Context: an optimization exercise on an open-source flow, tuned for small area. The choices shown serve that exercise and are no tape-out recipe. Where RTL was checked, it was by simulation tests only, not by an equivalence proof against the original. For runs 1 and 2, only the layout was checked, not whether the RTL still works. No activity file was given, so power comes from the tool's default toggle rates. The flow treats the clock pin as an ideal source, which a real chip does not have.

<file path="flow/design.v">
`default_nettype none
package denise_pkg;
  typedef struct packed {
    logic [5:0]  code;
    logic [15:0] data;
  } bus_cmd_t;
endpackage
`default_nettype wire
`timescale 1ns/1ps
`default_nettype none
module reg_decoder
(
  input  logic                 clk,
  input  logic                 reset,
  input  logic [7:0]           rga,
  input  logic [15:0]          db_in,
  output logic [5:0]           code1,
  output logic [15:0]          db_q,
  output denise_pkg::bus_cmd_t cmd
);
  logic [5:0]  code_in;
  always_comb begin
    code_in = 6'd0;
    if (rga == 8'h07)        code_in = 6'd3;
    else if (rga == 8'h1E)   code_in = 6'd1;
    else if (rga == 8'h3E) code_in = 6'd4;
    else if (rga == 8'h4C)   code_in = 6'd2;
    else if (rga[7:5] == 3'b101)  code_in = {1'b1, rga[4:0]};
    else if (rga[7:5] == 3'b110) begin
      if (rga[4:0] == 5'd0)
        code_in = 6'b010000;
      else if (rga[4] && rga[1:0] != 2'b00)
        code_in = {2'b01, rga[3:0]};
    end
  end
  always_ff @(posedge clk) begin
    if (reset) begin
      code1    <= 6'd0;
      cmd.code <= 6'd0;
    end else begin
      code1    <= code_in;
      cmd.code <= code1;
    end
    db_q     <= db_in;
    cmd.data <= db_q;
  end
endmodule
`default_nettype wire
`timescale 1ns/1ps
`default_nettype none
module beam_counter
(
  input  logic               clk,
  input  logic               reset,
  input  denise_pkg::bus_cmd_t cmd,
  output logic [9-1:0] hpos,
  output logic               line_start
);
  always_ff @(posedge clk) begin
    if (reset) begin
      hpos       <= '0;
      line_start <= 1'b0;
    end else begin
      if (cmd.code == 6'd1) begin
        hpos <= 9'd2;
      end else begin
        hpos <= hpos + 1'b1;
      end
      line_start <= (hpos == 9'd32);
    end
  end
endmodule
`default_nettype wire
`timescale 1ns/1ps
`default_nettype none
module sprite_channel
#(
  parameter int SPR_NUM = 0
) (
  input  logic               clk,
  input  logic               reset,
  input  denise_pkg::bus_cmd_t cmd,
  input  logic [9-1:0] hpos,
  output logic [1:0]         pix
);
  logic [9-1:0]     start;
  logic                   armed;
  logic [16-1:0] data_a;
  logic [16-1:0] data_b;
  logic [3:0]             run_cnt;
  logic                   match;
  logic                   shift_en;
  logic                   sel;
  logic                   wr_pos, wr_ctl, wr_data, wr_datb;
  assign sel     = cmd.code[5] && (cmd.code[4:2] == 3'(SPR_NUM));
  assign wr_pos  = sel && (cmd.code[1:0] == 2'd0);
  assign wr_ctl  = sel && (cmd.code[1:0] == 2'd1);
  assign wr_data = sel && (cmd.code[1:0] == 2'd2);
  assign wr_datb = sel && (cmd.code[1:0] == 2'd3);
  assign match    = armed && (hpos == start);
  assign shift_en = match || (run_cnt != 4'd0);
  logic run_fb;
  assign run_fb = run_cnt[3] ^ run_cnt[0] ^ (run_cnt[2:0] == 3'd0);
  assign pix      = shift_en ? {data_b[16-1], data_a[16-1]} : 2'b00;
  always_ff @(posedge clk) begin
    if (reset) begin
      start   <= '0;
      armed   <= 1'b0;
      run_cnt <= '0;
    end else begin
      if (wr_pos) begin
        start[8:1] <= cmd.data[7:0];
      end
      if (wr_ctl) begin
        start[0] <= cmd.data[0];
        armed    <= 1'b0;
      end else if (wr_data) begin
        armed <= 1'b1;
      end
      if (match) begin
        run_cnt <= 4'd1;
      end else if (shift_en) begin
        run_cnt <= {run_cnt[2:0], run_fb};
      end
    end
  end
  logic [16-1:0] na, nb;
  logic                   ld_a, rot_a, hold_a, ld_b, rot_b, hold_b;
  assign data_a = ~na;
  assign data_b = ~nb;
  assign ld_a   = wr_data;
  assign rot_a  = shift_en && !wr_data;
  assign hold_a = !shift_en && !wr_data;
  assign ld_b   = wr_datb;
  assign rot_b  = shift_en && !wr_datb;
  assign hold_b = !shift_en && !wr_datb;
  always_ff @(posedge clk) begin
    na <= ~(({16{ld_a}}   & cmd.data) |
            ({16{rot_a}}  & {data_a[16-2:0], data_a[16-1]}) |
            ({16{hold_a}} & data_a));
    nb <= ~(({16{ld_b}}   & cmd.data) |
            ({16{rot_b}}  & {data_b[16-2:0], data_b[16-1]}) |
            ({16{hold_b}} & data_b));
  end
endmodule
`default_nettype wire
`timescale 1ns/1ps
`default_nettype none
module sprite_priority
(
  input  logic                      clk,
  input  logic                      reset,
  input  logic [5:0]                code1,
  input  logic [15:0]               data1,
  input  logic [2*8-1:0] pix,
  output logic [3:0]                idx,
  output logic [4-1:0]     grp
);
  logic [4-1:0] ensp;
  logic [3:0]            idx_next;
  logic [4-1:0] grp_next;
  always_ff @(posedge clk) begin
    if (reset) begin
      ensp <= '0;
    end else if (code1 == 6'd2) begin
      ensp <= data1[15:12];
    end
  end
  always_comb begin
    idx_next = '0;
    for (int k = 4 - 1; k >= 0; k--) begin
      if (pix[4*k +: 2] != 2'b00) begin
        idx_next = {2'(k), pix[4*k +: 2]};
      end else if (pix[4*k+2 +: 2] != 2'b00) begin
        idx_next = {2'(k), pix[4*k+2 +: 2]};
      end
    end
  end
  always_comb begin
    for (int k = 0; k < 4; k++) begin
      grp_next[k] = (pix[4*k +: 2] != 2'b00) ||
                    ((pix[4*k+2 +: 2] != 2'b00) && ensp[k]);
    end
  end
  always_ff @(posedge clk) begin
    if (reset) begin
      grp <= '0;
    end else begin
      grp <= grp_next;
    end
    idx <= idx_next;
  end
endmodule
`default_nettype wire
`timescale 1ns/1ps
`default_nettype none
module register_readback
(
  input  logic                 clk,
  input  logic                 reset,
  input  denise_pkg::bus_cmd_t cmd,
  input  logic [3:0]           grp,
  output logic [15:0]          db_out,
  output logic                 db_oen
);
  logic [3:0] grp_q;
  logic [5:0] clx_q;
  logic [5:0] clx_new;
  logic [5:0] clx_base;
  logic       rd_clx, rd_id;
  logic       oen_clx, oen_id;
  assign rd_clx = (cmd.code == 6'd3);
  assign rd_id  = (cmd.code == 6'd4);
  assign clx_new = {grp_q[2] & grp_q[3],
                    grp_q[1] & grp_q[3],
                    grp_q[1] & grp_q[2],
                    grp_q[0] & grp_q[3],
                    grp_q[0] & grp_q[2],
                    grp_q[0] & grp_q[1]};
  assign clx_base = oen_clx ? 6'd0 : clx_q;
  always_ff @(posedge clk) begin
    if (reset) begin
      grp_q   <= '0;
      clx_q   <= '0;
      oen_clx <= 1'b0;
      oen_id  <= 1'b0;
    end else begin
      grp_q   <= grp;
      clx_q   <= rd_clx ? clx_base : (clx_base | clx_new);
      oen_clx <= rd_clx;
      oen_id  <= rd_id;
    end
  end
  assign db_oen = oen_clx | oen_id;
  assign db_out = {oen_id, clx_q | {6{oen_id}}, {7{oen_id}}, 2'b00};
endmodule
`default_nettype wire
`timescale 1ns/1ps
`default_nettype none
module color_output
(
  input  logic                 clk,
  input  logic                 reset,
  input  denise_pkg::bus_cmd_t cmd,
  input  logic [3:0]           idx,
  input  logic                 line_start,
  output logic [3:0]           red,
  output logic [3:0]           green,
  output logic [3:0]           blue,
  output logic                 sol
);
  logic [12-1:0] clut_mem [16];
  logic [3:0]        idx_q;
  logic [12-1:0] clut_rd;
  logic [12-1:0] rgb_q;
  logic [1:0]        sol_dly;
  always_ff @(posedge clk) begin
    for (int e = 0; e < 16; e++) begin
      if ((e[1:0] != 2'b00 || e == 0) && cmd.code[5:4] == 2'b01 && cmd.code[3:0] == 4'(e)) begin
        clut_mem[e] <= cmd.data[12-1:0];
      end
    end
  end
  logic [15:0]       rd_sel;
  logic [12-1:0] rd_val;
  always_comb begin
    rd_val = '0;
    for (int e = 0; e < 16; e++) begin
      if (e == 0)
        rd_sel[e] = (idx_q[1:0] == 2'b00);
      else if (e[1:0] != 2'b00)
        rd_sel[e] = (idx_q == 4'(e));
      else
        rd_sel[e] = 1'b0;
      rd_val = rd_val | ({12{rd_sel[e]}} & clut_mem[e]);
    end
  end
  always_ff @(posedge clk) begin
    idx_q   <= idx;
    clut_rd <= rd_val;
    rgb_q   <= clut_rd;
  end
  always_ff @(posedge clk) begin
    if (reset) begin
      sol_dly <= '0;
      sol     <= 1'b0;
    end else begin
      sol_dly <= {sol_dly[0], line_start};
      sol     <= sol_dly[1];
    end
  end
  assign red   = rgb_q[11:8];
  assign green = rgb_q[7:4];
  assign blue  = rgb_q[3:0];
endmodule
`default_nettype wire
`timescale 1ns/1ps
`default_nettype none
module denise_top
(
  input  logic        clk,
  input  logic        reset,
  input  logic [7:0]  rga,
  input  logic [15:0] db_in,
  output logic [15:0] db_out,
  output logic        db_oen,
  output logic [3:0]  red,
  output logic [3:0]  green,
  output logic [3:0]  blue,
  output logic        sol
);
  denise_pkg::bus_cmd_t      cmd;
  logic [5:0]                code1;
  logic [15:0]               data1;
  logic [9-1:0]        hpos;
  logic                      line_start;
  logic [2*8-1:0] spr_pix;
  logic [3:0]                idx;
  logic [4-1:0]     grp;
  reg_decoder u_dec (
    .clk   (clk),
    .reset (reset),
    .rga   (rga),
    .db_in (db_in),
    .code1 (code1),
    .db_q  (data1),
    .cmd   (cmd)
  );
  beam_counter u_beam (
    .clk        (clk),
    .reset      (reset),
    .cmd        (cmd),
    .hpos       (hpos),
    .line_start (line_start)
  );
  for (genvar i = 0; i < 8; i++) begin : g_spr
    sprite_channel #(
      .SPR_NUM (i)
    ) u_spr (
      .clk   (clk),
      .reset (reset),
      .cmd   (cmd),
      .hpos  (hpos),
      .pix   (spr_pix[2*i +: 2])
    );
  end
  sprite_priority u_prio (
    .clk   (clk),
    .reset (reset),
    .code1 (code1),
    .data1 (data1),
    .pix   (spr_pix),
    .idx   (idx),
    .grp   (grp)
  );
  register_readback u_rdbk (
    .clk    (clk),
    .reset  (reset),
    .cmd    (cmd),
    .grp    (grp),
    .db_out (db_out),
    .db_oen (db_oen)
  );
  color_output u_color (
    .clk        (clk),
    .reset      (reset),
    .cmd        (cmd),
    .idx        (idx),
    .line_start (line_start),
    .red        (red),
    .green      (green),
    .blue       (blue),
    .sol        (sol)
  );
endmodule
`default_nettype wire
</file>
<file path="flow/flow/run.sh">
#!/bin/bash
# Own layout flow: the standard flow (standard.sh), with two changes:
#  - synthesis is synth_recipe.tcl unchanged except that Yosys's abc call
#    uses flow/area.abc (an area-oriented mapping script) instead of ORFS's
#    script; flip-flops are mapped before abc, so registers are unchanged;
#  - ports are buffered with sky130_fd_sc_hd__buf_1 instead of the
#    default port buffer cell.
set -euo pipefail
HERE=$(pwd)
cat > "$HERE/own_synth.tcl" <<EOT
proc abc {args} {
  set i [lsearch -exact \$args -script]
  if { \$i >= 0 } { lset args [expr {\$i + 1}] $HERE/flow/area.abc }
  yosys abc {*}\$args
}
source $HERE/synth_recipe.tcl
EOT
sed -e "s|SYNTH_SCRIPT=[^ ]*|SYNTH_SCRIPT=$HERE/own_synth.tcl BUFFER_PORTS_ARGS=\"-buffer_cell sky130_fd_sc_hd__buf_1\" REMOVE_ABC_BUFFERS=1|" standard.sh > own_standard.sh
bash own_standard.sh > "$HERE/own_flow.log" 2>&1
</file>
<file path="flow/flow/area.abc">
strash
dch -f
amap -m
topo
stime -c
</file>
<file path="flow/standard.sh">
#!/bin/bash
# synth_recipe.tcl (not shown) runs the flow's synth.tcl, then flattens the netlist and writes it again
# the make line also repeats each setting of config.mk as NAME=value (left out here)
make -C /OpenROAD-flow-scripts/flow DESIGN_CONFIG=/design/flow/config.mk WORK_HOME=/design/flow/orfs CLKGATE_MAP_FILE= SYNTH_SCRIPT=/design/flow/synth_recipe.tcl "${@:-finish}"
</file>
<file path="flow/config.mk">
export PLATFORM = sky130hd
export DESIGN_NAME = denise_top
export DESIGN_NICKNAME = denise_top
export VERILOG_FILES = /design/flow/design.v
export SDC_FILE = /design/flow/constraint.sdc
export NUM_CORES = 4
export LEC_CHECK = 0
export CAP_MARGIN = 0
export CORE_MARGIN = 2
export CORE_UTILIZATION = 35
export CTS_BUF_LIST = sky130_fd_sc_hd__clkbuf_16
export CTS_CLUSTER_DIAMETER = 100
export CTS_CLUSTER_SIZE = 24
export GPL_TIMING_DRIVEN = 0
export SLEW_MARGIN = 0
</file>
<file path="flow/constraint.sdc">
create_clock -name core_clock -period 4.0 [get_ports {clk}]
set_input_delay 0.8000 -clock core_clock [delete_from_list [all_inputs] [get_ports {clk}]]
set_output_delay 0.8000 -clock core_clock [all_outputs]
set_load 0.01 [all_outputs]
</file>
==> results of run 1 <==
==> through the flow <==
stage | total power, mW | util | cell area, sq um | setup WS [ps]
2_1_floorplan | 7.21 | - | 22200 | 1090
3_3_place_gp | 7.45 | 0.373 | 23500 | -3800
3_5_place_dp | 7.50 | 0.380 | 23900 | -656
4_1_cts | 10.9 | 0.394 | 24800 | 13.5
5_1_grt | 11.2 | 0.395 | 24900 | -29.9
6_report | 10.8 | 0.395 | 24900 | 259
==> state kept, by name, summed over array words and instances (netlist names) <==
name / flops
g_spr.u_spr.na: 128
u_color.clut_rd: 12
g_spr.u_spr.run_cnt: 32
u_beam.line_start: 1
g_spr.u_spr.nb: 128
u_color.sol: 1
u_prio.ensp: 4
u_color.sol_dly: 2
g_spr.u_spr.start: 72
u_beam.hpos: 9
u_prio.grp: 4
u_dec.db_q: 16
u_rdbk.clx_q: 6
u_dec.cmd: 22
u_rdbk.oen_clx: 1
u_color.rgb_q: 12
u_rdbk.oen_id: 1
u_dec.code1: 6
u_color.idx_q: 4
g_spr.u_spr.armed: 8
u_rdbk.grp_q: 4
u_color.clut_mem: 156
u_prio.idx: 4
==> cells in the final DEF (no fill, tap or decap), types with 19 or more instances in the layout <==
cell       netlist  final
or2_0           24     24
nor3_1          40     37
a211oi_1        23     23
a221oi_1        19     19
nor2b_1         36     36
buf_1            0     52
dfxtp_1        477    462
nand2_1         47     47
o21ai_0         32     32
clkbuf_16        0     32
edfxtp_1       156    156
nor2_1         241    238
clkinv_1       338    330
a21oi_1         72     72
a22oi_1         51     51
o22ai_1         20     19
a222oi_1       291    291
==> layer usage <==
metal / vias to the layer above / global-route usage / routed length, um
li1: 7819 / - / -
met1: 8023 / 0.223 / 24700
met2: 624 / 0.280 / 27200
met3: 87 / 0.0202 / 4050
met4: 0 / 0.0465 / 1460
met5: - / 0 / 0
==> cells by family (layout without fill, tap and decap cells) <==
| family | after synthesis | in the layout | share of synthesized area |
|---|---|---|---|
| flip-flops | 633 | 633 | 0.639 |
| AO/OA/AOI/OAI | 535 | 535 | 0.203 |
| AND/OR/NAND/NOR | 463 | 463 | 0.0967 |
| buffers and inverters | 348 | 461 | 0.0603 |
| adder cells (fa/ha/maj) | 2 | 2 | 0.00112 |
| other | 1 | 2 | 0.000168 |
==> where the power goes <==
group	total (mW)	leakage [nW]	internal, mW	switching (mW)
combinational	0.666	2.59	0.132	0.534
sequential	6.70	5.28	6.61	0.0938
clock	3.39	0.451	1.44	1.96
total	10.8	8.32	8.18	2.58
==> worst max-delay path by stage <==
stage / end / slack (ps) / depth (start not counted)
floorplan: u_prio.idx[0] / 1090 / 20
finish: u_prio.idx[0] / 260 / 18
detailed placement: u_prio.idx[1] / -660 / 17
CTS: u_prio.idx[1] / 10 / 17
global route: u_prio.idx[0] / -30 / 20
global placement: g_spr[4].u_spr.run_cnt[1] / -3800 / 4
==> what timing repair did <==
item / 4_1_cts / 5_1_grt
pin swaps: 0 / 0
gates cloned: 0 / 0
endpoints found under the setup margin: 99 / 46
gates resized for setup: 15 / 9
setup buffers: 0 / 2
==> area by class of cell <==
cell class	count	share of cell area
Multi-Input combinational cell	1002	0.275
Clock inverter	11	0.00191
Inverter	338	0.0517
Clock buffer	32	0.0322
Sequential cell	633	0.573
Tap cell	846	0.0426
Timing Repair Buffer	80	0.0230
==> worst max-delay path: stages, from the launching register on <==
cell and delay [ps]:
dfxtp_2 530, clkinv_2 290, a2111oi_2 500, nor4bb_4 490, nor2_1 140, clkinv_1 120, nand2_1 140, nand2_1 100
a21oi_1 70, a21oi_1 130, nor2_1 60, a21oi_1 180, nor2_1 70, a21oi_1 200, nor2_1 90, a21oi_1 180
nor2_1 80, a21oi_1 140, o21ai_0 100
==> impl_metrics.csv, run 1 <==
group,metric,value,unit
logic_synthesis,synth_largest_area_cell,"dfxtp_1",
cts,clk-insertion-delay-late,610,ps
logic_synthesis,postSynthRegisterBits,633,
logic_synthesis,synth_most_common_cell,"dfxtp_1",
global_route,globalRouteTotalUtil,0.166,
die,floorplan.die_area,65700,sq um
die,ioPinCount,56,
sta,layout_worst_path_cycle_share,0.935,
drt,totalWireLength,57400,um
cts,tritoncts,"built",
logic_synthesis,synth_flop_cell,"dfxtp_1",
sta,finalSetupViolCount,0,
drt,drc,0,
setup_path,rr_worst_depth,18,
global_route,number_of_antenna_violations_at_the_first_check_in_global_routing,0,
logic_synthesis,synth-seq-area-share,0.639,
setup_path,crit_path_max_fanout,12,
setup_path,ff2ff_setup_slack,260,ps
layout,reg_area,14300,sq um
run,max_cap_violations,0,
global_route,global_route_wire_length_before_repair,87400,um
setup_path,cp_data_arrival_time,4230,ps
sta,final-hold-violation-count,0,
logic_synthesis,yosysUniqueCellTypes,41,
setup_path,critPathKind,"flop to flop",
sta,timing.slew.headroom,0.0934,
logic_synthesis,synth_warnings,14,
die,floorplan.initialDensity,0.354,
logic_synthesis,async_reset_ff_frac,0,
setup_path,cp-start-kind,"flop",
sta,worst_clock_skew,18.1,ps
cts,cts_max_level,1,
power_and_ir_drop,power_leakage,8.32,nW
cts,cts.reportedPaths.clkPinSlew,100,ps
drt,routedWlPerCell,19.5,um
layout,syn2layout_area_growth,11.6,%
cts,cts_num_sinks,633,
drt,final_antenna_net_count,0,
layout,multi_input_area,6840,sq um
logic_synthesis,count_of_mapped_cells_out_of_synthesis,1982,
min_path,hold_path_cell_cnt,1,
drt,detail_route.first_pass.iterations,9,
setup_path,reg2reg_to,"u_prio.idx[0]",
sta,worst_hold_slack,279,ps
layout,antenna-diode-count,0,
logic_synthesis,synth_edf_count,156,
layout,fill_cells,6049,
setup_path,r2r-start,"u_beam.hpos[6]",
placed_design,detailed_place_hpwl,36000,um
logic_synthesis,postSynthAreaPerCell,11.2,sq um
logic_synthesis,synth.top_cells.by_area,"dfxtp_1 43%, edfxtp_1 21%, a222oi_1 13%",
cts,clock_buffers_created_by_tritoncts,30,
placed_design,place.gp.congestion,0.817,
drt,vias,16600,
sta,post-route-min-period,3740,ps
die,row_count,92,
global_route,grt_remaining_overflow,0,
sta,slew_violations,0,
sta,achievable-frequency,0.267,GHz
cts,clock-root-buffer,"clkbuf_16",
sta,worst-slew-pin-transition,1350,ps
logic_synthesis,synth_largest_type_area_fraction,0.429,
die,die_h,256,um
logic_synthesis,post_synth_most_frequent_cells,"477 x dfxtp_1, 338 x clkinv_1, 291 x a222oi_1, 241 x nor2_1, 156 x edfxtp_1",
logic_synthesis,synth.cell_area,22300,sq um
placed_design,dp_cells,2897,
setup_path,worst-endpoint-required,4480,ps
global_route,vias_in_the_first_global_route,15500,
cts,buffers_from_clock_root_to_sink_at_most,3,
global_route,grt_max_degree,56,
die,die_width,256,um
outcome,status,"timing/DRC/antenna clean",
layout,drive_above_1_share,0.0510,
placed_design,count_of_buffers_inserted_at_the_top_level_ports,53,
power_and_ir_drop,worst_ir_drop_vdd,0.000333,V
setup_path,cp-startpoint,"u_beam.hpos[6]",
layout,final_cells,2942,
drt,post_drt_via_cell_ratio,5.63,
min_path,whs_endpoint,"u_dec.db_q[2]",
cts,cts-hold-fix-buffers,0,
power_and_ir_drop,power.density_cell_area,433,nW/um^2
die,coreArea,63000,sq um
sta,fin_setup_tns,0,ps
drt,detailedRoute.firstIterationViolations,2583,
min_path,hold_path.startpoint,"db_in[2]",
setup_path,critPathCaptureType,"flop",
layout,finalNetCount,2113,
min_path,min_path_type,"primary input to flop",
==> run 2: changes to the inputs <==
--- a/flow/flow/run.sh
+++ b/flow/flow/run.sh
@@ -15,5 +15,5 @@
 }
 source $HERE/synth_recipe.tcl
 EOT
-sed -e "s|SYNTH_SCRIPT=[^ ]*|SYNTH_SCRIPT=$HERE/own_synth.tcl BUFFER_PORTS_ARGS=\"-buffer_cell sky130_fd_sc_hd__buf_1\" REMOVE_ABC_BUFFERS=1|" standard.sh > own_standard.sh
+sed -e "s|SYNTH_SCRIPT=[^ ]*|SYNTH_SCRIPT=$HERE/own_synth.tcl BUFFER_PORTS_ARGS=\"-buffer_cell sky130_fd_sc_hd__buf_1\"|" standard.sh > own_standard.sh
 bash own_standard.sh > "$HERE/own_flow.log" 2>&1
==> flow/flow/area.abc (replaced) <==
strash
dch -f
amap -m
topo
stime -c
buffer -c
==> run 2 against run 1 <==
Cell area is 6.2% higher. Area after synthesis rose by 8.3%. Wire length up 11%. Sequential share of layout area down 3.4 points. Critical path depth down 9. Flip-flop and latch count unchanged. Clock power grew 4%. Power up 3.3%. Via count rose by 4.1%. Sequential power is essentially flat. Cell count up 5.2%. Critical endpoint is now g_spr[5].u_spr.na[8]. Highest routed layer unchanged.
==> impl_metrics.csv, run 2 <==
group,metric,value,unit
cts,buffers_from_clock_root_to_sink_at_most,3,
drt,routedWlPerCell,20.5,um
layout,fill_cells,6465,
logic_synthesis,yosysUniqueCellTypes,48,
layout,drive_above_1_share,0.126,
cts,tritoncts,"built",
layout,reg_area,14200,sq um
logic_synthesis,synth.top_cells.by_area,"dfxtp_1 40%, edfxtp_1 19%, a222oi_1 12%",
setup_path,worst_path_dominant_cell_family,"buffers and inverters",
logic_synthesis,synth_most_common_cell,"dfxtp_1",
logic_synthesis,synth_largest_type_area_fraction,0.396,
sta,rsz_0062_raised_after_global_routing,"false",
die,die_width,266,um
power_and_ir_drop,worst_ir_drop_vdd,0.000330,V
layout,largest_register_ffs,156,
power_and_ir_drop,power_leakage,11.3,nW
layout,mostFrequentLayoutCells,"477 x dfxtp_1, 339 x inv_1, 291 x a222oi_1",
outcome,status,"timing/DRC/antenna clean",
sta,post-route-min-period,3740,ps
die,coreArea,68300,sq um
drt,detail_route.first_pass.iterations,12,
setup_path,ff2ff_setup_slack,260,ps
layout,largest_register,"u_color.clut_mem",
setup_path,worst_path_largest_cell_delay,730,ps
logic_synthesis,postSynthRegisterBits,633,
placed_design,detailed_place_hpwl,43000,um
global_route,globalRouteTotalUtil,0.174,
layout,finalNetCount,2226,
sta,achievable-frequency,0.267,GHz
drt,totalWireLength,63500,um
logic_synthesis,count_of_mapped_cells_out_of_synthesis,2107,
logic_synthesis,synth_edf_count,156,
die,floorplan.initialDensity,0.353,
global_route,grt_max_degree,26,
layout,final_core_util,0.386,
setup_path,cp-start-kind,"flop",
drt,vias,17200,
sta,slew_violations,0,
cts,cts.reportedPaths.clkPinSlew,90,ps
layout,syn2layout_area_growth,9.50,%
logic_synthesis,synth_warnings,14,
power_and_ir_drop,power.density_cell_area,421,nW/um^2
cts,postCtsSetupBuffers,0,
global_route,vias_in_the_first_global_route,16600,
setup_path,critPathKind,"flop to flop",
sta,fin_setup_tns,0,ps
die,ioPinCount,56,
sta,timing.slew.headroom,0.0628,
setup_path,cp_data_arrival_time,4250,ps
logic_synthesis,post_synth_most_frequent_cells,"477 x dfxtp_1, 328 x inv_1, 291 x a222oi_1, 224 x nor2_1, 156 x edfxtp_1",
drt,detailedRoute.firstIterationViolations,2704,
sta,layout_worst_path_cycle_share,0.936,
cts,cts_num_sinks,633,
die,die_h,266,um
sta,worst_clock_skew,23.7,ps
logic_synthesis,synth_largest_area_cell,"dfxtp_1",
cts,clock-root-buffer,"clkbuf_16",
setup_path,cp_cell_sequence,"inv_1, or2_2, dlygate4sd3_1, or3_2, dlygate4sd3_1, nor2_4, nor2_1, clkbuf_8, a222oi_1",
run,max_cap_violations,0,
placed_design,count_of_buffers_inserted_at_the_top_level_ports,53,
drt,final_antenna_net_count,0,
layout,final_cells,3094,
sta,final-hold-violation-count,0,
placed_design,place.gp.congestion,0.842,
drt,drc,0,
global_route,grt_remaining_overflow,0,
logic_synthesis,synth_flop_cell,"dfxtp_1",
logic_synthesis,synth.cell_area,24100,sq um
cts,clk-insertion-delay-late,630,ps
layout,largestRegisters,"u_color.clut_mem: 156 flops, g_spr.u_spr.na: 128 flops, g_spr.u_spr.nb: 128 flops",
setup_path,worst-endpoint-required,4510,ps
layout,multi_input_area,6930,sq um
placed_design,dp_worst_setup_slack,112,ps
sta,finalSetupViolCount,0,
setup_path,cp_common_cell,"dlygate4sd3_1",
logic_synthesis,postSynthAreaPerCell,11.4,sq um
logic_synthesis,synth-seq-area-share,0.590,
sta,worst-slew-pin-transition,1400,ps
layout,antenna-diode-count,0,
die,row_count,96,
sta,final_critical_path_setup_slack,256,ps
logic_synthesis,async_reset_ff_frac,0,
drt,post_drt_via_cell_ratio,5.57,
min_path,min_path_type,"primary input to flop",
setup_path,worst_path_max_delay_cell,"dlygate4sd3_1",
setup_path,critPathCaptureType,"flop",
die,floorplan.die_area,71000,sq um
cts,clock_buffers_created_by_tritoncts,31,
setup_path,path_buf_inv,4,
layout,layout.cells.most_common,"dfxtp_1",
global_route,global_route_wire_length_before_repair,96600,um
sta,worst_hold_slack,268,ps
cts,cts_max_level,1,
setup_path,crit_path_max_fanout,10,
placed_design,dp_cells,3046,
global_route,number_of_antenna_violations_at_the_first_check_in_global_routing,0,
[run 2: changes by cell type in the layout (fill, tap and decap cells not counted), moves of 14 or more]
cell / before / now
inv_1: 9 / 339
nor2b_1: 36 / 0
or2_0: 24 / 0
dfxtp_1: 462 / 477
dfxtp_2: 15 / 0
nor2_1: 238 / 222
nor2_2: 3 / 17
and2b_2: 0 / 36
clkinv_1: 330 / 10
or2_2: 0 / 24
clkbuf_8: 0 / 109
[run 2: timing repair]
item / 4_1_cts / 5_1_grt
hold buffers: 0 / 0
gates resized for setup: 0 / 6
setup endpoints to repair: 0 / 14
[run 2: worst paths after layout]
path,startpoint,endpoint,cells past startpoint
worst min register to register,u_dec.db_q[5],u_dec.cmd[5],0
worst min-delay path,db_in[2],u_dec.db_q[2],1
worst max-delay path,u_dec.cmd[18],g_spr[5].u_spr.na[8],9
worst max register to register,u_dec.cmd[18],g_spr[5].u_spr.na[8],9
[run 2: cell families (layout without fill, tap and decap cells)]
family	count (synthesis)	after routing	share of synthesized area
buffers and inverters	473	577	0.125
other	1	2	0.000156
adder cells (fa/ha/maj)	2	2	0.00104
AND/OR/NAND/NOR	463	463	0.0966
flip-flops	633	633	0.590
AO/OA/AOI/OAI	535	535	0.187
[run 2: per-stage QoR]
stage          power [mW]  instance area [sq um]
2_1_floorplan        7.44                  24100
3_3_place_gp         7.69                  25400
3_5_place_dp         7.72                  25500
4_1_cts              11.2                  26400
5_1_grt              11.5                  26400
6_report             11.1                  26400
[run 2: final cells by class]
cell class	instances	area share
Clock inverter	16	0.00460
Buffer	135	0.0657
Inverter	338	0.0481
Sequential cell	633	0.539
Multi-Input combinational cell	1002	0.262
Clock buffer	31	0.0294
Tap cell	882	0.0418
Timing Repair Buffer	57	0.00896
[run 2: power breakdown]
group          internal (mW)  total, mW  leakage (nW)  switching, mW
Clock                   1.49       3.53         0.480           2.04
Combinational          0.300      0.886          5.58          0.587
Sequential              6.61       6.70          5.28         0.0913
Total                   8.40       11.1          11.3           2.72
[run 2: routing by layer]
metal	global-route usage	share of wire
met1	0.237	0.44
met5	0	0
met4	0.0398	0.019
met3	0.0182	0.066
met2	0.296	0.48
==> run 3: changes to the inputs <==
--- a/flow/design.v
+++ b/flow/design.v
@@ -261,23 +261,16 @@
       end
     end
   end
-  logic [15:0]       rd_sel;
-  logic [12-1:0] rd_val;
+  logic [12-1:0] pair_rd [4];
   always_comb begin
-    rd_val = '0;
-    for (int e = 0; e < 16; e++) begin
-      if (e == 0)
-        rd_sel[e] = (idx_q[1:0] == 2'b00);
-      else if (e[1:0] != 2'b00)
-        rd_sel[e] = (idx_q == 4'(e));
-      else
-        rd_sel[e] = 1'b0;
-      rd_val = rd_val | ({12{rd_sel[e]}} & clut_mem[e]);
+    pair_rd[0] = clut_mem[0];
+    for (int p = 1; p < 4; p++) begin
+      pair_rd[p] = clut_mem[{idx_q[3:2], 2'(p)}];
     end
   end
   always_ff @(posedge clk) begin
     idx_q   <= idx;
-    clut_rd <= rd_val;
+    clut_rd <= pair_rd[idx_q[1:0]];
     rgb_q   <= clut_rd;
   end
   always_ff @(posedge clk) begin
==> flow/flow/area.abc (replaced) <==
strash
dch -f
amap
topo
stime -c
buffer -c
upsize -c
dnsize -c
==> flow/config.mk (replaced) <==
export PLATFORM = sky130hd
export DESIGN_NAME = denise_top
export DESIGN_NICKNAME = denise_top
export VERILOG_FILES = /design/flow/design.v
export SDC_FILE = /design/flow/constraint.sdc
export NUM_CORES = 4
export LEC_CHECK = 0
export CAP_MARGIN = 20
export CORE_MARGIN = 2
export CORE_UTILIZATION = 40
export CTS_BUF_LIST = sky130_fd_sc_hd__clkbuf_16
export CTS_CLUSTER_DIAMETER = 100
export CTS_CLUSTER_SIZE = 24
export SLEW_MARGIN = 20
==> run 3 against run 2 <==
Global-route usage is 1.5 points higher. Maximum frequency up 13%. Register-to-register slack improved by 420 ps. Synthesized cell count grew 2.5%. Area after synthesis decreased by 4.4%. Critical path type unchanged. Largest cell class unchanged. Largest power group unchanged.
==> impl_metrics.csv, run 3 <==
group,metric,value,unit
placed_design,dp_cells,2899,
global_route,vias_in_the_first_global_route,16100,
cts,tritoncts,"built",
drt,totalWireLength,57900,um
logic_synthesis,synth_compound_gate_area_share,0.207,
layout,drive_above_1_share,0.0715,
logic_synthesis,synth_warnings,15,
layout,fill_cells,5290,
global_route,grt_remaining_overflow,0,
cts,postCtsResizedCells,0,
drt,post_drt_via_cell_ratio,5.77,
logic_synthesis,synth.area.mux_share,0,
drt,detail_route.first_pass.iterations,11,
layout,largest_register_ffs,156,
layout,antenna-diode-count,0,
layout,syn2layout_area_growth,8.45,%
placed_design,dp_worst_setup_slack,713,ps
logic_synthesis,post_synth_most_frequent_cells,"477 x dfxtp_1, 366 x inv_1, 292 x a222oi_1, 240 x nor2_1, 156 x edfxtp_1",
sta,fin_setup_tns,0,ps
drt,drc,0,
logic_synthesis,count_of_mapped_cells_out_of_synthesis,2160,
die,row_count,88,
drt,vias,17000,
sta,final_critical_path_setup_slack,673,ps
layout,finalNetCount,2196,
logic_synthesis,async_reset_ff_frac,0,
layout,multi_input_area,6860,sq um
global_route,globalRouteTotalUtil,0.189,
placed_design,place.gp.congestion,0.809,
drt,final_antenna_net_count,0,
logic_synthesis,postSynthRegisterBits,633,
setup_path,critPathCaptureType,"flop",
global_route,grt_max_degree,85,
logic_synthesis,synth_most_common_cell,"dfxtp_1",
min_path,min_path_type,"primary input to flop",
logic_synthesis,synth-seq-area-share,0.617,
sta,timing.slew.headroom,0.257,
setup_path,crit_path_max_fanout,14,
sta,worst_clock_skew,22.0,ps
setup_path,worst_path_largest_cell_delay,500,ps
setup_path,cp_common_cell,"a21oi_1",
cts,clock_buffers_created_by_tritoncts,30,
logic_synthesis,synth_flop_cell,"dfxtp_1",
die,ioPinCount,56,
cts,cts-hold-fix-buffers,0,
drt,routedWlPerCell,19.7,um
logic_synthesis,synth_largest_area_cell,"dfxtp_1",
setup_path,cp-start-kind,"flop",
cts,cts_max_level,1,
power_and_ir_drop,power_leakage,11.0,nW
setup_path,worst-endpoint-required,4530,ps
layout,mostFrequentLayoutCells,"469 x dfxtp_1, 377 x inv_1, 292 x a222oi_1",
die,floorplan.die_area,59600,sq um
placed_design,count_of_buffers_inserted_at_the_top_level_ports,53,
sta,post-route-min-period,3330,ps
setup_path,worst_path_max_delay_cell,"nor4b_2",
layout,layout.cells.most_common,"dfxtp_1",
layout,largest_register,"u_color.clut_mem",
sta,finalSetupViolCount,0,
sta,achievable-frequency,0.301,GHz
die,die_width,244,um
sta,worst-slew-pin-transition,1110,ps
setup_path,path_buf_inv,1,
setup_path,critPathKind,"flop to flop",
cts,buffers_from_clock_root_to_sink_at_most,3,
power_and_ir_drop,power.density_cell_area,416,nW/um^2
logic_synthesis,synth_top_family_by_area,"compound AO/OA/AOI/OAI gates",
die,floorplan.initialDensity,0.402,
logic_synthesis,synth.cell_area,23100,sq um
logic_synthesis,synth_simple_gate_area_frac,0.0867,
global_route,global_route_wire_length_before_repair,90500,um
global_route,number_of_antenna_violations_at_the_first_check_in_global_routing,0,
setup_path,cp_cell_sequence,"inv_2, a21oi_1, o221ai_1, a2111o_1, nor4b_2, nor2_1, nor2_1, nand2_1, a21oi_1, a21oi_1, nor2_1, a21oi_1, nor2_1, a21oi_1, nor2_1, a21oi_1, nor2_1, a21oi_1, o21ai_1",
logic_synthesis,synth_edf_count,156,
setup_path,cp_data_arrival_time,3860,ps
cts,cts.reportedPaths.clkPinSlew,90,ps
outcome,status,"timing/DRC/antenna clean",
layout,reg_area,14200,sq um
die,die_h,244,um
die,coreArea,57400,sq um
logic_synthesis,xor_xnor_share_of_the_synthesized_area,0,
logic_synthesis,synth_largest_type_area_fraction,0.414,
sta,layout_worst_path_cycle_share,0.832,
sta,rsz_0062_raised_after_global_routing,"false",
layout,largestRegisters,"u_color.clut_mem: 156 flops, g_spr.u_spr.na: 128 flops, g_spr.u_spr.nb: 128 flops",
logic_synthesis,postSynthAreaPerCell,10.7,sq um
logic_synthesis,synth.top_cells.by_area,"dfxtp_1 41%, edfxtp_1 20%, a222oi_1 13%",
logic_synthesis,yosys.area_share.adder,0.00109,
run,max_cap_violations,0,
sta,final-hold-violation-count,0,
power_and_ir_drop,worst_ir_drop_vdd,0.000305,V
layout,final_cells,2947,
cts,cts_num_sinks,633,
setup_path,worst_path_dominant_cell_family,"simple AND/OR/NAND/NOR gates",
logic_synthesis,yosysUniqueCellTypes,48,
drt,detailedRoute.firstIterationViolations,2694,
sta,slew_violations,0,
cts,postCtsSetupBuffers,0,
cts,clk-insertion-delay-late,620,ps
cts,clock-root-buffer,"clkbuf_16",
placed_design,detailed_place_hpwl,35300,um
==> run 3: worst paths after layout <==
path	cells past startpoint	endpoint	slack (ps)	start
max	19	u_prio.idx[0]	670	u_beam.hpos[0]
min	1	u_dec.db_q[0]	270	db_in[0]
max reg2reg	19	u_prio.idx[0]	670	u_beam.hpos[0]
min reg2reg	0	u_dec.cmd[4]	330	u_dec.db_q[4]
==> run 3: cells by family (layout without fill, tap and decap cells) <==
kind of cell	Yosys count	after routing
other cells	1	2
simple gates	427	427
compound gates	573	573
buf+inv	524	545
flops	633	633
fa+ha+maj	2	2
==> run 3: layout make-up <==
type	instances	share of cell area
Sequential cell	633	0.570
Multi-Input combinational cell	1004	0.274
Inverter	381	0.0572
Tap cell	765	0.0383
Clock buffer	30	0.0300
Timing Repair Buffer	118	0.0276
Clock inverter	16	0.00320
==> run 3: power breakdown <==
group	switching (mW)	total [mW]	internal [mW]
combinational	0.301	0.400	0.0989
sequential	0.0760	6.67	6.59
clock	1.97	3.34	1.37
total	2.35	10.4	8.06
==> run 3: stage by stage <==
stage	utilization	total power [mW]	hold WS [ps]	cell area, sq um
2_1_floorplan	-	7.03	310	23100
3_3_place_gp	0.421	7.20	312	24200
3_5_place_dp	0.421	7.21	313	24200
4_1_cts	0.436	10.5	240	25000
5_1_grt	0.436	10.8	249	25000
6_report	0.436	10.4	267	25000
==> run 3: routing by layer <==
metal / track usage / part of all wire / wire length (um)
met5: 0 / 0 / 0
met4: 0.0493 / 0.024 / 1380
met3: 0.0243 / 0.066 / 3810
met2: 0.315 / 0.47 / 27300
met1: 0.259 / 0.44 / 25500
==> run 4: changes to the inputs <==
--- a/flow/design.v
+++ b/flow/design.v
@@ -81,6 +81,7 @@
   input  logic               reset,
   input  denise_pkg::bus_cmd_t cmd,
   input  logic [9-1:0] hpos,
+  input  logic [7:0]         pos_data,
   output logic [1:0]         pix
 );
   logic [9-1:0]     start;
@@ -103,17 +104,20 @@
   assign run_fb = run_cnt[3] ^ run_cnt[0] ^ (run_cnt[2:0] == 3'd0);
   assign pix      = shift_en ? {data_b[16-1], data_a[16-1]} : 2'b00;
   always_ff @(posedge clk) begin
+    if (wr_pos || reset) begin
+      start[8:1] <= pos_data;
+    end
+    if (wr_ctl || reset) begin
+      start[0] <= pos_data[0];
+    end
+  end
+  always_ff @(posedge clk) begin
     if (reset) begin
-      start   <= '0;
       armed   <= 1'b0;
       run_cnt <= '0;
     end else begin
-      if (wr_pos) begin
-        start[8:1] <= cmd.data[7:0];
-      end
       if (wr_ctl) begin
-        start[0] <= cmd.data[0];
-        armed    <= 1'b0;
+        armed <= 1'b0;
       end else if (wr_data) begin
         armed <= 1'b1;
       end
@@ -261,16 +265,23 @@
       end
     end
   end
-  logic [12-1:0] pair_rd [4];
+  logic [15:0]       rd_sel;
+  logic [12-1:0] rd_val;
   always_comb begin
-    pair_rd[0] = clut_mem[0];
-    for (int p = 1; p < 4; p++) begin
-      pair_rd[p] = clut_mem[{idx_q[3:2], 2'(p)}];
+    rd_val = '0;
+    for (int e = 0; e < 16; e++) begin
+      if (e == 0)
+        rd_sel[e] = (idx_q[1:0] == 2'b00);
+      else if (e[1:0] != 2'b00)
+        rd_sel[e] = (idx_q == 4'(e));
+      else
+        rd_sel[e] = 1'b0;
+      rd_val = rd_val | ({12{rd_sel[e]}} & clut_mem[e]);
     end
   end
   always_ff @(posedge clk) begin
     idx_q   <= idx;
-    clut_rd <= pair_rd[idx_q[1:0]];
+    clut_rd <= rd_val;
     rgb_q   <= clut_rd;
   end
   always_ff @(posedge clk) begin
@@ -310,6 +321,8 @@
   logic [2*8-1:0] spr_pix;
   logic [3:0]                idx;
   logic [4-1:0]     grp;
+  logic [7:0]                pos_data;
+  assign pos_data = reset ? 8'd0 : cmd.data[7:0];
   reg_decoder u_dec (
     .clk   (clk),
     .reset (reset),
@@ -333,8 +346,9 @@
       .clk   (clk),
       .reset (reset),
       .cmd   (cmd),
-      .hpos  (hpos),
-      .pix   (spr_pix[2*i +: 2])
+      .hpos     (hpos),
+      .pos_data (pos_data),
+      .pix      (spr_pix[2*i +: 2])
     );
   end
   sprite_priority u_prio (
--- a/flow/flow/run.sh
+++ b/flow/flow/run.sh
@@ -15,5 +15,5 @@
 }
 source $HERE/synth_recipe.tcl
 EOT
-sed -e "s|SYNTH_SCRIPT=[^ ]*|SYNTH_SCRIPT=$HERE/own_synth.tcl BUFFER_PORTS_ARGS=\"-buffer_cell sky130_fd_sc_hd__buf_1\"|" standard.sh > own_standard.sh
+sed -e "s|SYNTH_SCRIPT=[^ ]*|SYNTH_SCRIPT=$HERE/own_synth.tcl BUFFER_PORTS_ARGS=\"-buffer_cell sky130_fd_sc_hd__buf_1\" REMOVE_ABC_BUFFERS=1|" standard.sh > own_standard.sh
 bash own_standard.sh > "$HERE/own_flow.log" 2>&1
==> flow/flow/area.abc (replaced) <==
strash
fraig
dch -f
amap -m
topo
stime -c
==> flow/config.mk (replaced) <==
export PLATFORM = sky130hd
export DESIGN_NAME = denise_top
export DESIGN_NICKNAME = denise_top
export VERILOG_FILES = /design/flow/design.v
export SDC_FILE = /design/flow/constraint.sdc
export NUM_CORES = 4
export LEC_CHECK = 0
export CAP_MARGIN = 0
export CORE_MARGIN = 2
export CORE_UTILIZATION = 35
export CTS_BUF_LIST = sky130_fd_sc_hd__clkbuf_16
export CTS_CLUSTER_DIAMETER = 100
export CTS_CLUSTER_SIZE = 24
export GPL_TIMING_DRIVEN = 0
export SLEW_MARGIN = 0
==> run 4 against run 3 <==
Die area rose by 9.4%. Combinational power fell by 16%. Global-route usage fell by 2.6 points. Cell count fell by 6.4%. Power rose by 1.7%. Count of clock-buffer cells in the layout did not move. Core utilization fell by 4.6 points. Cell area fell by 2.2%. Critical endpoint is now u_prio.idx[1]. Largest cell class unchanged.
==> impl_metrics.csv, run 4 <==
group,metric,value,unit
layout,largest_register_ffs,156,
placed_design,dp_worst_setup_slack,-829,ps
die,ioPinCount,56,
power_and_ir_drop,switching_part_of_the_total_power,0.223,
setup_path,cp-start-kind,"flop",
sta,finalSetupViolCount,0,
logic_synthesis,synth_largest_type_area_fraction,0.367,
cts,cts-hold-fix-buffers,0,
die,floorplan.initialDensity,0.352,
cts,cts_max_level,1,
logic_synthesis,synth_flop_cell,"dfxtp_1",
cts,buffers_from_clock_root_to_sink_at_most,3,
layout,largest_register,"u_color.clut_mem",
logic_synthesis,postSynthAreaPerCell,12.2,sq um
layout,mostFrequentLayoutCells,"388 x dfxtp_1, 298 x clkinv_1, 295 x a222oi_1",
setup_path,reg2reg_to,"u_prio.idx[1]",
layout,finalNetCount,1925,
cts,clock_buffers_created_by_tritoncts,30,
drt,final_antenna_net_count,0,
sta,slew_violations,0,
layout,layout.cells.most_common,"dfxtp_1",
setup_path,worst-endpoint-required,4510,ps
drt,totalWireLength,54500,um
sta,final-hold-violation-count,0,
power_and_ir_drop,power.density_cell_area,433,nW/um^2
drt,vias,15400,
sta,achievable-frequency,0.270,GHz
min_path,whs_endpoint,"u_dec.db_q[14]",
drt,detailedRoute.firstIterationViolations,2647,
logic_synthesis,synth_warnings,14,
drt,detail_route.first_pass.iterations,11,
power_and_ir_drop,cell_internal_pwr,8.22,mW
setup_path,rr_worst_depth,20,
placed_design,place.gp.congestion,0.829,
logic_synthesis,count_of_mapped_cells_out_of_synthesis,1812,
setup_path,crit_path_max_fanout,5,
logic_synthesis,synth-seq-area-share,0.677,
cts,clock-root-buffer,"clkbuf_16",
sta,worst_clock_skew,42.1,ps
die,row_count,92,
global_route,number_of_antenna_violations_at_the_first_check_in_global_routing,0,
placed_design,post_dp_cell_area,23400,sq um
power_and_ir_drop,share_comb_of_total_power,0.032,
setup_path,ff2ff_setup_slack,290,ps
logic_synthesis,synth_largest_area_cell,"dfxtp_1",
logic_synthesis,synth.top_cells.by_area,"dfxtp_1 37%, edfxtp_1 31%, a222oi_1 13%",
setup_path,cp_data_arrival_time,4220,ps
cts,clk-insertion-delay-late,630,ps
run,max_cap_violations,0,
die,die_width,255,um
logic_synthesis,synth_most_common_cell,"dfxtp_1",
drt,drc,0,
sta,worst-slew-pin-transition,1410,ps
outcome,status,"timing/DRC/antenna clean",
global_route,vias_in_the_first_global_route,14500,
sta,timing.slew.headroom,0.0592,
sta,worst_hold_slack,258,ps
die,die_h,255,um
die,coreArea,62700,sq um
power_and_ir_drop,seqPwrFrac,0.652,
layout,largestRegisters,"u_color.clut_mem: 156 flops, g_spr.u_spr.na: 128 flops, g_spr.u_spr.nb: 128 flops",
placed_design,detailed_place_hpwl,33100,um
sta,post-route-min-period,3710,ps
cts,cts_num_sinks,633,
min_path,min_path_type,"primary input to flop",
setup_path,critPathKind,"flop to flop",
setup_path,r2r-start,"u_beam.hpos[0]",
cts,tritoncts,"built",
power_and_ir_drop,total_switching_power,2.35,mW
power_and_ir_drop,worst_ir_drop_vdd,0.000322,V
cts,cts.reportedPaths.clkPinSlew,100,ps
die,floorplan.die_area,65200,sq um
global_route,global_route_wire_length_before_repair,82900,um
global_route,grt_remaining_overflow,0,
logic_synthesis,synth.cell_area,22100,sq um
logic_synthesis,postSynthRegisterBits,633,
drt,post_drt_via_cell_ratio,5.60,
layout,syn2layout_area_growth,10.6,%
drt,routedWlPerCell,19.8,um
layout,antenna-diode-count,0,
layout,final_design_area_no_fill,24500,sq um
logic_synthesis,synth_edf_count,228,
layout,drive_above_1_share,0.0471,
global_route,grt_max_degree,46,
logic_synthesis,post_synth_most_frequent_cells,"405 x dfxtp_1, 305 x clkinv_1, 295 x a222oi_1, 228 x edfxtp_1, 199 x nor2_1",
global_route,globalRouteTotalUtil,0.163,
power_and_ir_drop,clock_network_power_share,0.316,
placed_design,count_of_buffers_inserted_at_the_top_level_ports,53,
min_path,hold_path.startpoint,"db_in[14]",
power_and_ir_drop,power_leakage,8.11,nW
logic_synthesis,yosysUniqueCellTypes,38,
setup_path,cp-startpoint,"u_beam.hpos[0]",
sta,rsz_0062_raised_after_global_routing,"false",
sta,layout_worst_path_cycle_share,0.927,
sta,final_critical_path_setup_slack,293,ps
logic_synthesis,async_reset_ff_frac,0,
power_and_ir_drop,design_power_total,10.6,mW
min_path,hold_path_cell_cnt,1,
setup_path,critPathCaptureType,"flop",
run 4: changes by cell type after synthesis, sizes merged, moves of 17 or more:
cell	change
o221ai	-18
inv	-374
edfxtp	+72
a31oi	-37
nand4	+17
dfxtp	-72
nor2	-42
clkinv	+298
a22oi	-51
clkbuf	-124
run 4: stage by stage:
stage | setup TNS (ps) | std cells | utilization
floorplan | 0 | 1803 | -
global placement | -133120 | 2702 | 0.371
detailed placement | -31020 | 2708 | 0.374
CTS | 0 | 2755 | 0.388
global route | 0 | 2758 | 0.390
finish | 0 | 2758 | 0.390
run 4: power by group through the flow:
stage | Clock (mW) | Sequential [mW] | Combinational, mW
floorplan | 0 | 6.97 | 0.198
CTS | 3.43 | 6.89 | 0.328
global placement | 0 | 7.05 | 0.283
global route | 3.65 | 6.91 | 0.374
detailed placement | 0 | 7.04 | 0.323
finish | 3.35 | 6.89 | 0.336
run 4: how the worst max path moves through the flow:
stage	to
after CTS	g_spr[0].u_spr.nb[12]
final	u_prio.idx[1]
after global routing	u_prio.idx[0]
after detailed placement	u_prio.idx[0]
after floorplan	u_prio.idx[0]
after global placement	g_spr[2].u_spr.start[5]
run 4: what timing repair did:
item                       CTS  global route
setup endpoints to repair  196            66
resized for setup           25            15
cloned                       0             0
setup buffers                0             3
run 4: logic make-up (layout without fill, tap and decap cells):
logic type / after synthesis / in the layout / synth area share
AND/OR/NAND/NOR: 403 / 403 / 0.0858
adder cells (fa/ha/maj): 2 / 2 / 0.00113
buffers and inverters: 315 / 414 / 0.0552
AO/OA/AOI/OAI: 458 / 458 / 0.181
other: 1 / 2 / 0.000170
flip-flops: 633 / 633 / 0.677
run 4: cell type report:
class,instances,area [sq um]
clock inverters,17,88.8
well taps,846,1060
multi-input cells,865,6080
inverters,305,1160
clock buffers,30,751
repair buffers,62,333
flip-flops and latches,633,15000
fillers,5946,38300
run 4: metal layers:
layer,vias up,GRT usage,part of all wire
li1,7220,-,-
met1,7587,0.208,0.41
met2,544,0.292,0.51
met3,81,0.0177,0.058
met4,0,0.0443,0.025
met5,-,0,0
run 4: worst max-delay path: stages, from the launching register on:
cell,delay [ps]
dfxtp_1,420
clkinv_4,100
a221oi_1,270
o2111ai_1,160
or4_1,490
a2111oi_4,320
nor2_2,180
clkinv_1,160
nand2_1,130
nand2_1,90
a21oi_1,80
a21oi_1,130
nor2_1,50
a21oi_1,180
nor2_1,70
a21oi_1,130
nor2_1,70
a21oi_2,190
nor2_1,80
a21oi_1,190
o21ai_0,120
==> run 5: changes to the inputs <==
--- a/flow/flow/run.sh
+++ b/flow/flow/run.sh
@@ -15,5 +15,5 @@
 }
 source $HERE/synth_recipe.tcl
 EOT
-sed -e "s|SYNTH_SCRIPT=[^ ]*|SYNTH_SCRIPT=$HERE/own_synth.tcl BUFFER_PORTS_ARGS=\"-buffer_cell sky130_fd_sc_hd__buf_1\" REMOVE_ABC_BUFFERS=1|" standard.sh > own_standard.sh
+sed -e "s|SYNTH_SCRIPT=[^ ]*|SYNTH_SCRIPT=$HERE/own_synth.tcl BUFFER_PORTS_ARGS=\"-buffer_cell sky130_fd_sc_hd__buf_1\" REMOVE_ABC_BUFFERS=1 CTS_ARGS=\"-sink_clustering_enable -repair_clock_nets -sink_clustering_size 30 -sink_clustering_max_diameter 150 -buf_list sky130_fd_sc_hd__clkbuf_16 -dont_use_dummy_load\"|" standard.sh > own_standard.sh
 bash own_standard.sh > "$HERE/own_flow.log" 2>&1
==> run 5 against run 4 <==
Wire length decreased by 0.42%. Core utilization decreased by 0.39 points. Count of clock-buffer cells in the layout decreased by 5. Sequential share of layout area increased by 0.61 points. Largest cell class unchanged.
==> impl_metrics.csv, run 5 <==
group,metric,value,unit
layout,mostFrequentLayoutCells,"389 x dfxtp_1, 298 x clkinv_1, 295 x a222oi_1",
power_and_ir_drop,total_switching_power,2.22,mW
die,row_count,92,
cts,cts.reportedPaths.clkPinSlew,110,ps
logic_synthesis,synth_largest_area_cell,"dfxtp_1",
setup_path,cp_cell_sequence,"clkinvlp_4, a2111oi_1, nor4bb_1, nor3b_1, o22ai_1, nor2_1, a21oi_2, nor2_1, a21oi_1, o21ai_0",
drt,post_drt_via_cell_ratio,5.61,
setup_path,worst-endpoint-required,4490,ps
cts,tritoncts,"built",
power_and_ir_drop,power.density_cell_area,421,nW/um^2
power_and_ir_drop,switching_part_of_the_total_power,0.217,
layout,fill_cells,5965,
logic_synthesis,synth_edf_count,228,
power_and_ir_drop,clock_network_power_share,0.291,
sta,rsz_0062_raised_after_global_routing,"true",
setup_path,rr_worst_depth,10,
placed_design,place.gp.congestion,0.829,
logic_synthesis,synth.cell_area,22100,sq um
logic_synthesis,synth_most_common_cell,"dfxtp_1",
cts,cts_num_sinks,633,
logic_synthesis,postSynthAreaPerCell,12.2,sq um
drt,detailedRoute.firstIterationViolations,2814,
cts,cts-hold-fix-buffers,0,
sta,worst-slew-pin-transition,1410,ps
die,ioPinCount,56,
cts,cts_max_level,1,
layout,final_design_area_no_fill,24200,sq um
drt,final_antenna_net_count,0,
global_route,number_of_antenna_violations_at_the_first_check_in_global_routing,0,
logic_synthesis,yosysUniqueCellTypes,38,
cts,clk-insertion-delay-late,620,ps
run,max_cap_violations,0,
sta,achievable-frequency,0.266,GHz
setup_path,cp-start-kind,"flop",
setup_path,count_of_cell_instances_traversed_by_the_critical_path,10,
sta,slew_violations,0,
drt,routedWlPerCell,19.8,um
power_and_ir_drop,worst_ir_drop_vdd,0.000252,V
power_and_ir_drop,power_leakage,7.95,nW
layout,syn2layout_area_growth,9.52,%
min_path,hold_path_cell_cnt,1,
logic_synthesis,postSynthRegisterBits,633,
die,die_width,255,um
logic_synthesis,post_synth_most_frequent_cells,"405 x dfxtp_1, 305 x clkinv_1, 295 x a222oi_1, 228 x edfxtp_1, 199 x nor2_1",
setup_path,worst_path_max_delay_cell,"a2111oi_1",
setup_path,critPathCaptureType,"flop",
placed_design,dp_cells,2708,
logic_synthesis,synth.top_cells.by_area,"dfxtp_1 37%, edfxtp_1 31%, a222oi_1 13%",
sta,fin_setup_tns,0,ps
layout,layout.cells.most_common,"dfxtp_1",
drt,drc,0,
logic_synthesis,synth_warnings,14,
setup_path,cp_data_arrival_time,4250,ps
sta,timing.slew.headroom,0.0544,
power_and_ir_drop,cell_internal_pwr,7.98,mW
setup_path,crit_path_max_fanout,12,
outcome,status,"timing/DRC/antenna clean",
logic_synthesis,count_of_mapped_cells_out_of_synthesis,1812,
sta,finalSetupViolCount,0,
layout,final_core_util,0.386,
setup_path,worst_path_dominant_cell_family,"compound AO/OA/AOI/OAI gates",
die,coreArea,62700,sq um
global_route,vias_in_the_first_global_route,14400,
layout,finalNetCount,1918,
layout,largestRegisters,"u_color.clut_mem: 156 flops, g_spr.u_spr.na: 128 flops, g_spr.u_spr.nb: 128 flops",
drt,vias,15300,
global_route,globalRouteTotalUtil,0.162,
logic_synthesis,synth_largest_type_area_fraction,0.367,
cts,clock-root-buffer,"clkbuf_16",
cts,buffers_from_clock_root_to_sink_at_most,3,
layout,largest_register_ffs,156,
drt,detail_route.first_pass.iterations,10,
sta,post-route-min-period,3770,ps
die,floorplan.initialDensity,0.352,
global_route,global_route_wire_length_before_repair,82400,um
placed_design,count_of_buffers_inserted_at_the_top_level_ports,53,
setup_path,path_buf_inv,1,
sta,final-hold-violation-count,0,
setup_path,critPathKind,"flop to flop",
die,floorplan.die_area,65200,sq um
placed_design,post_dp_cell_area,23400,sq um
min_path,min_path_type,"primary input to flop",
power_and_ir_drop,share_comb_of_total_power,0.033,
layout,largest_register,"u_color.clut_mem",
global_route,grt_remaining_overflow,0,
global_route,grt_max_degree,46,
layout,final_cells,2734,
drt,totalWireLength,54300,um
setup_path,cp_common_cell,"nor2_1",
logic_synthesis,synth_flop_cell,"dfxtp_1",
sta,layout_worst_path_cycle_share,0.942,
placed_design,detailed_place_hpwl,33100,um
logic_synthesis,synth-seq-area-share,0.677,
cts,clock_buffers_created_by_tritoncts,25,
logic_synthesis,async_reset_ff_frac,0,
layout,drive_above_1_share,0.0408,
layout,antenna-diode-count,0,
die,die_h,255,um
sta,worst_clock_skew,110,ps
power_and_ir_drop,seqPwrFrac,0.677,
setup_path,worst_path_largest_cell_delay,690,ps
[run 5: changes by cell type in the layout (fill, tap and decap cells not counted)]
cell,previous run,this run
a2111oi_1,1,3
dfxtp_1,388,389
inv_12,1,0
clkinvlp_4,0,1
inv_1,15,0
clkinv_8,1,0
clkbuf_16,30,25
buf_4,3,1
clkinv_4,1,0
nor2_2,6,5
dfxtp_2,17,16
nor2_1,193,194
a2111oi_2,3,1
[run 5: metrics by stage]
stage | power (mW) | hold slack, ps | setup slack, ps
global route | 10.5 | 245 | -83.1
finish | 10.2 | 270 | 234
global placement | 7.34 | 310 | -1440
floorplan | 7.17 | 310 | 746
detailed placement | 7.36 | 312 | -829
CTS | 10.3 | 237 | -44.2
[run 5: power groups by stage]
stage                     clock [mW]  combinational, mW  sequential (mW)
after global routing            3.27              0.368             6.91
after floorplan                    0              0.198             6.97
final                           2.96              0.332             6.89
after global placement             0              0.283             7.05
after CTS                       3.05              0.327             6.89
after detailed placement           0              0.323             7.04
[run 5: worst paths after layout]
kind                                      from        endpoint  slack [ps]
worst max-delay path            u_beam.hpos[6]   u_prio.idx[1]         230
worst min-delay path                 db_in[14]  u_dec.db_q[14]         270
worst max register to register  u_beam.hpos[6]   u_prio.idx[1]         230
worst min register to register  u_dec.db_q[11]   u_dec.cmd[11]         330
[run 5: cells by family after synthesis]
family | count (synthesis) | synth area share
compound gates | 458 | 0.181
simple gates | 403 | 0.0858
buf+inv | 315 | 0.0552
flops | 633 | 0.677
fa+ha+maj | 2 | 0.00113
other cells | 1 | 0.000170
[run 5: per-layer routing]
metal,vias to the layer above,track usage,share of wire
met2,510,0.289,0.51
met4,0,0.0441,0.024
met5,-,0,0
met3,68,0.0175,0.058
li1,7173,-,-
met1,7586,0.208,0.41
[run 5: cell type report]
type	count	area, sq um	share of cell area
Clock buffer	25	626	0.0258
Inverter	305	1160	0.0479
Multi-Input combinational cell	865	6070	0.251
Sequential cell	633	15000	0.619
Tap cell	846	1060	0.0437
Timing Repair Buffer	60	318	0.0131
[run 5: what timing repair did]
item	in CTS	in global routing
pin swaps	0	1
setup buffers	0	1
gates resized for setup	20	16
endpoints found under the setup margin	196	91
cloned	0	0
==> run 6: changes to the inputs <==
--- a/flow/config.mk
+++ b/flow/config.mk
@@ -12,4 +12,5 @@
 export CTS_CLUSTER_DIAMETER = 100
 export CTS_CLUSTER_SIZE = 24
 export GPL_TIMING_DRIVEN = 0
+export PLACE_DENSITY = 0.75
 export SLEW_MARGIN = 0
==> run 6 against run 5 <==
Sequential share of layout area is 0.16 points higher. Non-clock buffer count shrank 3. Sequential power hardly changed. Highest routed layer unchanged. Critical endpoint is now u_prio.idx[0]. Maximum frequency up 1.3%. Flip-flop and latch count unchanged.
==> impl_metrics.csv, run 6 <==
group,metric,value,unit
drt,vias,15600,
logic_synthesis,yosysUniqueCellTypes,38,
cts,cts-hold-fix-buffers,0,
layout,largest_register_ffs,156,
layout,syn2layout_area_growth,9.23,%
logic_synthesis,postSynthRegisterBits,633,
placed_design,dp_worst_setup_slack,-832,ps
logic_synthesis,synth_largest_area_cell,"dfxtp_1",
layout,finalNetCount,1915,
sta,fin_setup_tns,0,ps
setup_path,r2r-start,"u_beam.hpos[1]",
layout,final_cells,2731,
power_and_ir_drop,seqPwrFrac,0.680,
run,max_cap_violations,0,
drt,routedWlPerCell,19.2,um
setup_path,critPathKind,"flop to flop",
power_and_ir_drop,clock_network_power_share,0.289,
power_and_ir_drop,total_switching_power,2.18,mW
die,row_count,92,
sta,post-route-min-period,3720,ps
die,ioPinCount,56,
logic_synthesis,postSynthAreaPerCell,12.2,sq um
placed_design,detailed_place_hpwl,32300,um
logic_synthesis,synth_most_common_cell,"dfxtp_1",
setup_path,worst-endpoint-required,4420,ps
setup_path,worst_path_largest_cell_delay,570,ps
power_and_ir_drop,worst_ir_drop_vdd,0.000316,V
global_route,vias_in_the_first_global_route,14800,
outcome,status,"timing/DRC/antenna clean",
layout,largestRegisters,"u_color.clut_mem: 156 flops, g_spr.u_spr.na: 128 flops, g_spr.u_spr.nb: 128 flops",
power_and_ir_drop,share_comb_of_total_power,0.031,
sta,slew_violations,0,
layout,fill_cells,5835,
global_route,global_route_wire_length_before_repair,79600,um
sta,worst_clock_skew,76.6,ps
cts,clock_buffers_created_by_tritoncts,25,
logic_synthesis,synth_warnings,14,
drt,detail_route.first_pass.iterations,9,
global_route,grt_max_degree,33,
setup_path,cp-start-kind,"flop",
logic_synthesis,synth_edf_count,228,
sta,rsz_0062_raised_after_global_routing,"false",
die,floorplan.initialDensity,0.352,
min_path,min_path_type,"primary input to flop",
setup_path,cp_cell_sequence,"clkinv_2, a221oi_1, o2111ai_1, nor4_4, nor3b_2, o22ai_1, a21oi_1, a21oi_1, nor2_1, a21oi_1, nor2_1, a21oi_1, nor2_1, a21oi_2, nor2_1, a21oi_1, o21ai_0",
sta,worst-slew-pin-transition,1440,ps
setup_path,ff2ff_setup_slack,280,ps
die,coreArea,62700,sq um
sta,achievable-frequency,0.269,GHz
layout,layout.cells.most_common,"dfxtp_1",
placed_design,count_of_buffers_inserted_at_the_top_level_ports,53,
cts,cts_num_sinks,633,
setup_path,path_buf_inv,1,
sta,worst_hold_slack,275,ps
drt,post_drt_via_cell_ratio,5.72,
setup_path,cp_data_arrival_time,4140,ps
cts,clock-root-buffer,"clkbuf_16",
layout,drive_above_1_share,0.0377,
setup_path,cp_common_cell,"a21oi_1",
setup_path,critPathCaptureType,"flop",
power_and_ir_drop,power.density_cell_area,420,nW/um^2
logic_synthesis,synth_flop_cell,"dfxtp_1",
min_path,hold_path.startpoint,"db_in[11]",
min_path,whs_endpoint,"u_dec.db_q[11]",
setup_path,cp-startpoint,"u_beam.hpos[1]",
cts,cts.reportedPaths.clkPinSlew,120,ps
sta,finalSetupViolCount,0,
cts,buffers_from_clock_root_to_sink_at_most,3,
drt,drc,0,
placed_design,post_dp_cell_area,23400,sq um
power_and_ir_drop,design_power_total,10.2,mW
logic_synthesis,post_synth_most_frequent_cells,"405 x dfxtp_1, 305 x clkinv_1, 295 x a222oi_1, 228 x edfxtp_1, 199 x nor2_1",
layout,mostFrequentLayoutCells,"389 x dfxtp_1, 298 x clkinv_1, 295 x a222oi_1",
sta,final_critical_path_setup_slack,281,ps
drt,totalWireLength,52300,um
sta,timing.slew.headroom,0.0373,
min_path,hold_path_cell_cnt,1,
drt,final_antenna_net_count,0,
logic_synthesis,async_reset_ff_frac,0,
power_and_ir_drop,power_leakage,7.91,nW
logic_synthesis,synth_largest_type_area_fraction,0.367,
sta,layout_worst_path_cycle_share,0.930,
placed_design,place.gp.congestion,0.829,
placed_design,dp_cells,2704,
logic_synthesis,synth.cell_area,22100,sq um
logic_synthesis,synth-seq-area-share,0.677,
layout,largest_register,"u_color.clut_mem",
setup_path,rr_worst_depth,17,
logic_synthesis,count_of_mapped_cells_out_of_synthesis,1812,
die,die_width,255,um
layout,antenna-diode-count,0,
power_and_ir_drop,cell_internal_pwr,7.97,mW
power_and_ir_drop,switching_part_of_the_total_power,0.215,
layout,final_design_area_no_fill,24100,sq um
logic_synthesis,synth.top_cells.by_area,"dfxtp_1 37%, edfxtp_1 31%, a222oi_1 13%",
setup_path,reg2reg_to,"u_prio.idx[0]",
global_route,globalRouteTotalUtil,0.154,
global_route,number_of_antenna_violations_at_the_first_check_in_global_routing,0,
drt,detailedRoute.firstIterationViolations,2922,
setup_path,worst_path_dominant_cell_family,"compound AO/OA/AOI/OAI gates",
sta,final-hold-violation-count,0,
global_route,grt_remaining_overflow,0,
setup_path,worst_path_max_delay_cell,"dfxtp_1",
die,die_h,255,um
layout,final_core_util,0.385,
cts,clk-insertion-delay-late,620,ps
die,floorplan.die_area,65200,sq um
cts,tritoncts,"built",
setup_path,crit_path_max_fanout,12,
cts,cts_max_level,1,
==> run 6: worst max path at each step <==
stage                                    endpoint  slack (ps)  depth (start not counted)
after floorplan                     u_prio.idx[0]         750                         20
after global placement    g_spr[2].u_spr.start[4]       -1310                          3
final                               u_prio.idx[0]         280                         17
after CTS                           u_prio.idx[0]          30                         10
after global routing                u_prio.idx[0]          30                         21
after detailed placement            u_prio.idx[0]        -830                         20
==> run 6: power by group through the flow <==
| stage | Sequential [mW] | Clock [mW] | Combinational [mW] |
|---|---|---|---|
| 4_1_cts | 6.90 | 2.99 | 0.310 |
| 3_3_place_gp | 7.04 | 0 | 0.277 |
| 6_report | 6.90 | 2.93 | 0.318 |
| 3_5_place_dp | 7.04 | 0 | 0.305 |
| 2_1_floorplan | 6.97 | 0 | 0.198 |
| 5_1_grt | 6.91 | 3.20 | 0.347 |
==> run 6: final cells by class <==
type | count | area, sq um | share of cell area
timing repair buffer | 57 | 259 | 0.0107
clock buffer | 25 | 626 | 0.0259
multi-input combinational | 865 | 6070 | 0.251
sequential | 633 | 15000 | 0.620
inverter | 305 | 1160 | 0.0480
tap | 846 | 1060 | 0.0438
==> run 6: kinds of logic after synthesis <==
logic type,Yosys count,synth area share
DFF,633,0.677
AOI/OAI and AO/OA,458,0.181
and+or+nand+nor,403,0.0858
buffers and inverters,315,0.0552
adders and majority gates,2,0.00113
other,1,0.000170
==> run 6: worst reg2reg max path, delay by kind of cell, from the launching register on <==
kind / cells / cell delay [ps]
buffers and inverters: 1 / 310
AND/OR/NAND/NOR: 6 / 760
AO/OA/AOI/OAI: 10 / 1940
flip-flops: 1 / 570
==> run 6: repair_timing <==
item                                    CTS  global route
gates resized for setup                  22            13
endpoints found under the hold margin     0             0
buffers inserted                          0             0
endpoints found under the setup margin  186            86
==> run 6: layer usage <==
layer	routed length [um]	track usage
met1	20200	0.190
met2	26300	0.278
met3	4330	0.0204
met4	1450	0.0521
met5	0	0

what the ideal ports hide:
The flow's constraints put no driver on any port. The routed layouts listed below were extracted and timed again, unchanged, in two steps. Step 1 assumes that a clkbuf_16 drives the clock port and a buf_2 every other input. Step 2 adds t to the input delays and takes it off the output delays; t is the mean of the earliest and latest rising clock arrival at the registers after step 1. Input paths then give back, and output paths get back, about the clock's delay inside the block. a / b / c = ideal / step 1 / step 2; a / b = the first two.
| run | t, ns | slack for setup (ns) | pins driven straight from the clock port |
|---|---|---|---|
| run 1 | 0.659 | 0.259 / 0.259 / 0.259 | 1 |
| run 2 | 0.673 | 0.256 / 0.256 / 0.256 | 1 |
| run 3 | 0.665 | 0.673 / 0.673 / 0.673 | 1 |
| run 4 | 0.668 | 0.293 / 0.293 / 0.293 | 1 |
| run 5 | 0.624 | 0.234 / 0.234 / 0.234 | 1 |
| run 6 | 0.635 | 0.281 / 0.281 / 0.281 | 1 |
After both steps every run listed still meets setup and hold.
